What follows belongs to an exercise in optimizing a design on an open flow for small area, a short achievable clock period and few clock cycles per item; a production flow would make more cautious choices.
The RTL was checked by simulation tests, not by an equivalence proof against the original design.
Power figures rest on the tool's default switching activity, not on a simulated workload.

== onyx ==
==> flow/design.v (excerpt) <==
module sparse_batch_accum #(
  parameter int DATA_W = sparse_batch_accum_pkg::DATA_W,
  parameter int RES_W  = sparse_batch_accum_pkg::RES_W,
  parameter int IDX_W  = sparse_batch_accum_pkg::IDX_W,
  parameter int BATCH  = sparse_batch_accum_pkg::BATCH
) (
  input  logic              clk,
  input  logic              rst,
  input  logic              in_valid,
  output logic              in_ready,
  input  logic [DATA_W-1:0] in_data,
  input  logic [DATA_W-1:0] in_weight,
  input  logic [IDX_W-1:0]  in_idx,
  input  logic              in_last,
  output logic              out_valid,
  input  logic              out_ready,
  output logic [RES_W-1:0]  out_data,
  output logic [IDX_W-1:0]  out_idx,
  output logic              out_last,
  output logic [sparse_batch_accum_pkg::bw(BATCH+1)-1:0] sample_cnt
  , output logic            sat_flag
);
clock: 8.0 ns
lec_check: 0
cap_margin: 20
core_margin: 2
core_utilization: 55
setup_slack_margin: 5
slew_margin: 20
run.sh (not shown) runs the stock make flow with config.mk's settings and CLKGATE_MAP_FILE= SYNTH_SCRIPT=/design/flow/synth_recipe.tcl, a recipe that flattens the netlist after the stock synthesis.
onyx closes out successfully: all stages finished, all timing, DRC and antenna checks passed.
Testbench counts of onyx, summed over its fixed seeds: cycles 5,290, items 4,650.
The following lists how yarrow was set up differently from onyx:
- CTS_CLUSTER_SIZE now 25, previously not set
- ABC_AREA now 1, previously not set
- CTS_CLUSTER_DIAMETER now 80, previously not set
==> flow/flow/run.sh (new file) <==
#!/bin/bash
set -euo pipefail
bash standard.sh SETUP_SLACK_MARGIN=5.5 finish > flow_standard.log 2>&1
==> flow/standard.sh (new file) <==
#!/bin/bash
# synth_recipe.tcl (not shown) runs the flow's synth.tcl, then flattens the netlist and writes it again
# the make line also repeats each setting of config.mk as NAME=value (left out here)
make -C /OpenROAD-flow-scripts/flow DESIGN_CONFIG=/design/flow/config.mk WORK_HOME=/design/flow/orfs CLKGATE_MAP_FILE= SYNTH_SCRIPT=/design/flow/synth_recipe.tcl "${@:-finish}"
removed: flow/run.sh
==> comparison <==
- onyx finished every step from synthesis to the final layout, and the layout passed the timing, design-rule and antenna checks.
- yarrow has completed all stages; timing, DRC and antenna checks passed.
- Looking at post-layout instance count excluding filler cells, yarrow sits above onyx.
- Distinct cell type count of the synthesized netlist (yarrow vs. onyx) decreases by more than 10%
- Summary: with onyx as the reference, routed wire length in yarrow moved up by more than 10%.
For juniper, these inputs were changed with respect to yarrow:
==> flow/run.sh (new file) <==
#!/bin/bash
# synth_recipe.tcl (not shown) runs the flow's synth.tcl, then flattens the netlist and writes it again
# the make line also repeats each setting of config.mk as NAME=value (left out here)
make -C /OpenROAD-flow-scripts/flow DESIGN_CONFIG=/design/flow/config.mk WORK_HOME=/design/flow/orfs CLKGATE_MAP_FILE= SYNTH_SCRIPT=/design/flow/synth_recipe.tcl finish
removed: flow/flow/run.sh
removed: flow/standard.sh
Findings:
Taking yarrow as the reference, in juniper number of gates on the worst path with buffers counted now larger, power density over the cells now smaller. Per the comparison of juniper with yarrow, first-pass GRT wire length decreased by 4.5 mm relative to the old numbers, final cell count decreased by about 1.8% relative to the old numbers, clock network fraction of total power increased by 0.7 points relative to the old numbers, summed instance area of the synthesized netlist closely matched the old numbers. juniper reports its capture point of the worst path as out_data[0] while yarrow reports out_data[13]. The final reports for juniper and yarrow show total of clock buffers placed in the layout higher in the former. Relative to yarrow, juniper improves area of all placed cells without fillers. Going from yarrow to juniper, power shrank by a few percent. Cell count after placement of yarrow is on par with juniper. Fmax | juniper vs yarrow | juniper slower.

* * *

Another version of the RTL of sparse_batch_accum (not shown whole).
Size: roughly 71 I/O pins.
clock: 8.0 ns
lec_check: 0
cap_margin: 20
core_margin: 2
core_utilization: 55
cts_cluster_diameter: 80
cts_cluster_size: 25
setup_slack_margin: 5
slew_margin: 20
standard.sh (not shown) runs the stock make flow with config.mk's settings and CLKGATE_MAP_FILE= SYNTH_SCRIPT=/design/flow/synth_recipe.tcl, a recipe that flattens the netlist after the stock synthesis.
==> flow/flow/run.sh <==
#!/bin/bash
set -euo pipefail
bash standard.sh SETUP_SLACK_MARGIN=5.4 finish > flow_standard.log 2>&1
The starting point went through all stages and came out clean.
Testbench counts at the start, summed over its fixed seeds: cycles 5,290, items 4,650.
Change:
==> flow/flow/run.sh (replaced) <==
#!/bin/bash
set -euo pipefail
bash standard.sh SETUP_SLACK_MARGIN=5.3 finish > flow_standard.log 2>&1
- The new run completed with no timing, DRC or antenna violations
- routed wire length fell slightly
- design area fell slightly
- clock power rose slightly
- worst setup slack gets worse by 0.0062 ns
- cell count fell slightly
- total power fell slightly
- core utilization fell by 0.96 points
- hold slack gets worse by 0.0064 ns
- maximum frequency barely changes
- non-clock buffer count fell by 14

* * *

sparse_batch_accum, a different RTL version from the one above (not shown whole).
make LEC_CHECK=0 ABC_AREA=1 CAP_MARGIN=20 CORE_MARGIN=2 CORE_UTILIZATION=55 CTS_CLUSTER_DIAMETER=80 CTS_CLUSTER_SIZE=25 SETUP_SLACK_MARGIN=5 SLEW_MARGIN=20 finish   # period 8.0 ns
run.sh (not shown) runs the stock make flow with config.mk's settings and CLKGATE_MAP_FILE= SYNTH_SCRIPT=/design/flow/synth_recipe.tcl, a recipe that flattens the netlist after the stock synthesis.
Stock flow here: none of the scripts above is used.
Testbench counts at the start, summed over its fixed seeds: cycles 5,226, items 4,650.
Edit:
==> flow/flow/run.sh (new file) <==
#!/bin/bash
set -euo pipefail
bash standard.sh SETUP_SLACK_MARGIN=5.5 finish > flow_standard.log 2>&1
==> flow/standard.sh (new file) <==
#!/bin/bash
# synth_recipe.tcl (not shown) runs the flow's synth.tcl, then flattens the netlist and writes it again
# the make line also repeats each setting of config.mk as NAME=value (left out here)
make -C /OpenROAD-flow-scripts/flow DESIGN_CONFIG=/design/flow/config.mk WORK_HOME=/design/flow/orfs CLKGATE_MAP_FILE= SYNTH_SCRIPT=/design/flow/synth_recipe.tcl "${@:-finish}"
- ABC_AREA: 1 -> default
removed: flow/run.sh
Result: Final cell count decreases by 28%. Total power went up by 2.4%. Design area decreases by 1.3%. Worst hold slack is better by 0.016 ns. Die area decreases by 7.6%. Via count went down by 22%.

* * *

Another version of the RTL of sparse_batch_accum (not shown whole).
export LEC_CHECK = 0
export CAP_MARGIN = 20
export CORE_MARGIN = 2
export CORE_UTILIZATION = 55
export CTS_CLUSTER_DIAMETER = 80
export CTS_CLUSTER_SIZE = 25
export SETUP_SLACK_MARGIN = 5
export SLEW_MARGIN = 20
create_clock -name core_clock -period 8.0 [get_ports {clk}]
standard.sh (not shown) runs the stock make flow with config.mk's settings and CLKGATE_MAP_FILE= SYNTH_SCRIPT=/design/flow/synth_recipe.tcl, a recipe that flattens the netlist after the stock synthesis.
==> flow/flow/run.sh <==
#!/bin/bash
set -euo pipefail
bash standard.sh SETUP_SLACK_MARGIN=5.3 finish > flow_standard.log 2>&1
Testbench counts at the start, summed over its fixed seeds: cycles 5,290, items 4,650.
Next try:
==> flow/flow/run.sh (replaced) <==
#!/bin/bash
set -euo pipefail
bash standard.sh SETUP_SLACK_MARGIN=5.5 finish > flow_standard.log 2>&1
--- a/flow/config.mk
+++ b/flow/config.mk
@@ -9,6 +9,6 @@
 export CORE_MARGIN = 2
 export CORE_UTILIZATION = 55
-export CTS_CLUSTER_DIAMETER = 80
-export CTS_CLUSTER_SIZE = 25
+export CTS_CLUSTER_DIAMETER = 60
+export CTS_CLUSTER_SIZE = 40
 export SETUP_SLACK_MARGIN = 5
 export SLEW_MARGIN = 20
- via count rose by 3.1%
- final cell count came out higher by about 3.2%
- combinational power rises by 20%
- flip-flop and latch count stays the same
- wire length came out higher by 2.5%

* * *

sparse_batch_accum, a different RTL version from the one above (not shown whole).
For scale: about 1,900 cells after synthesis, ~71 I/O pins, about 30,000 um^2 of cells after synthesis.
==> flow/config.mk <==
export PLATFORM = sky130hd
export DESIGN_NAME = sparse_batch_accum
export DESIGN_NICKNAME = sparse_batch_accum
export VERILOG_FILES = /design/flow/design.v
export SDC_FILE = /design/flow/constraint.sdc
export NUM_CORES = 4
export LEC_CHECK = 0
export CAP_MARGIN = 20
export CORE_MARGIN = 2
export CORE_UTILIZATION = 50
export CTS_CLUSTER_DIAMETER = 80
export CTS_CLUSTER_SIZE = 25
export SETUP_SLACK_MARGIN = 5
export SLEW_MARGIN = 20
==> flow/constraint.sdc <==
create_clock -name core_clock -period 8.0 [get_ports {clk}]
set_input_delay 1.6000 -clock core_clock [delete_from_list [all_inputs] [get_ports {clk}]]
set_output_delay 1.6000 -clock core_clock [all_outputs]
set_load 0.01 [all_outputs]
==> flow/flow/run.sh <==
#!/bin/bash
set -euo pipefail
bash standard.sh SETUP_SLACK_MARGIN=5.3 finish > flow_standard.log 2>&1
The baseline ran to the end with no violations.
Testbench counts at the start, summed over its fixed seeds: cycles 5,290, items 4,650.
Next try:
CORE_UTILIZATION = 60   (was 50)
The new run passed the timing, design-rule and antenna checks.
Die area falls by 16%.
Via count barely changes.
Routed wire length decreases by 5.9%.
Cell count fell by 4.0%.
First-iteration DRC count increases by 4.1%.
Clock skew falls by 5.4 ps.
Critical path depth is unchanged.
Area after synthesis stays the same.
Core utilization increases by 11 points.
Final area fell by 0.79%.
Fmax barely changes.

* * *

== red ==
Another version of the RTL of sparse_batch_accum (not shown whole).
Size in the first run: roughly 1,900 cells after synthesis, ~700 flip-flops, roughly 71 I/O pins, about 30,000 µm² of cells after synthesis.
Settings: LEC_CHECK=0, CAP_MARGIN=20, CORE_MARGIN=2, CORE_UTILIZATION=55, CTS_CLUSTER_DIAMETER=80, CTS_CLUSTER_SIZE=25, SETUP_SLACK_MARGIN=5, SLEW_MARGIN=20; clock period 8.0 ns.
run.sh (not shown) runs the stock make flow with config.mk's settings and CLKGATE_MAP_FILE= SYNTH_SCRIPT=/design/flow/synth_recipe.tcl, a recipe that flattens the netlist after the stock synthesis.
Stock flow here: none of the scripts above is used.
red ran to completion and came out clean on the timing, design-rule and antenna checks.
Testbench counts of red, summed over its fixed seeds: cycles 5,290, items 4,650.
> inputs changed (red -> blue)
==> flow/flow/run.sh (new file) <==
#!/bin/bash
set -euo pipefail
bash standard.sh SETUP_SLACK_MARGIN=5.3 finish > flow_standard.log 2>&1
==> flow/standard.sh (new file) <==
#!/bin/bash
# synth_recipe.tcl (not shown) runs the flow's synth.tcl, then flattens the netlist and writes it again
# the make line also repeats each setting of config.mk as NAME=value (left out here)
make -C /OpenROAD-flow-scripts/flow DESIGN_CONFIG=/design/flow/config.mk WORK_HOME=/design/flow/orfs CLKGATE_MAP_FILE= SYNTH_SCRIPT=/design/flow/synth_recipe.tcl "${@:-finish}"
removed: flow/run.sh
Results
- Post-placement setup slack sits higher in blue than in red.
- Against red as the reference, blue delivers a higher fraction of power consumed by combinational cells.
- red -> blue: number of ordinary and repair buffers in the finished layout increased by more than half
- Going from red to blue, share of post-route cells with drive strength above 1 grows by 9.2 points.
- From red to blue the numbers moved as follows: wire length of the first global-routing pass climbed 4600 µm, total inserted antenna cells climbed 2.
- For red, the critical path endpoint was out_data[19], unlike blue, where it was sat_flag.
- Share of total power consumed by net switching essentially unchanged between blue and red.
- Summary: worst hold slack, blue better than red
- Between red and blue, post-route core utilization is lower for red, blue comes in above that.
- blue against red: arrival time of the worst setup path down 0.33 ns; power higher.
Setup changes, blue to green
- CTS_CLUSTER_DIAMETER changed from 80 to 100
- CTS_CLUSTER_SIZE changed from 25 to 30
### Flow results
For sequential power, green and blue come out practically identical.
Going from blue to green, the final cell count without fillers was found to have gone down by 13.
Longest individual stage delay on the worst path: blue vs green — no meaningful difference
Aggregate routed wire length (green vs. blue) decreases slightly
green vs. blue: total count of hold-check failures in the final report saw little to no change, clock buffer and inverter area fraction after layout saw a decrease.
Relative to green, the following input files were edited for orange:
- a change of CTS_CLUSTER_DIAMETER from 100 to 80
- a change of CTS_CLUSTER_SIZE from 30 to 25
==> flow/flow/run.sh <==
#!/bin/bash
set -euo pipefail
bash standard.sh SETUP_SLACK_MARGIN=5.15 finish > flow_standard.log 2>&1
Final area (orange over green): decrease, about 1.7%. Setup slack: orange vs green up 0.015 ns. Relative to green, clock network power increased by about 17% in orange. orange and green ended up with roughly the same global-route usage. orange vs. green: fraction of power consumed by combinational cells went down by 2.7 points. Routed wire length in orange vs green: down 1.9%. In orange, the maximum clock skew at final layout came out 0.0056 ns below the value in green. Taking green as the reference point, the minimum period implied by the final worst setup slack of orange falls by 0.015 ns. orange vs green — number of global-route vias before repair dropped slightly.

afterwards: timing with drivers on the ports:
The results above use ideal ports. As a check the final layouts listed here were re-extracted and re-timed, cells and wires unchanged. Step 1 sets driving cells, clkbuf_16 on the clock port and buf_2 on the other inputs (assumed; they add their load-dependent delay and slew). Step 2 moves the port delays by t, midway between the first and last clock arrival at a register: inputs arrive t later, outputs are due t later. That takes back most of the time a late clock gives input paths. Three values: no drivers, after step 1, after step 2; two values: the first two.
run	shift t [ns]	setup WS [ns]	slew at the worst register clock pin (ns)
onyx	0.676	5.018 / 4.957 / 4.643	0.06 / 0.06
yarrow	0.641	5.061 / 4.996 / 4.916	0.10 / 0.10
juniper	0.651	4.982 / 4.918 / 4.643	0.10 / 0.10
the first run of note 2	0.647	5.216 / 5.175 / 4.783	0.10 / 0.10
the second run of note 2	0.649	5.210 / 5.145 / 4.743	0.10 / 0.10
the first run of note 3	0.648	5.037 / 4.976 / 4.465	0.10 / 0.10
the second run of note 3	0.656	5.003 / 4.941 / 4.904	0.10 / 0.10
the first run of note 4	0.647	5.240 / 5.177 / 4.710	0.10 / 0.10
the second run of note 4	0.671	5.213 / 5.152 / 4.857	0.11 / 0.11
the first run of note 5	0.650	5.265 / 5.205 / 4.832	0.10 / 0.10
the second run of note 5	0.647	5.259 / 5.196 / 4.774	0.10 / 0.10
red	0.641	4.884 / 4.824 / 4.300	0.10 / 0.10
blue	0.647	5.212 / 5.149 / 4.726	0.11 / 0.11
green	0.688	5.165 / 5.103 / 4.627	0.12 / 0.12
orange	0.655	5.180 / 5.117 / 4.732	0.10 / 0.10
After both steps setup and hold are still met in every run listed. For red, which loses most, drivers alone change the setup slack by -0.060 ns; drivers and shift together by -0.584 ns.
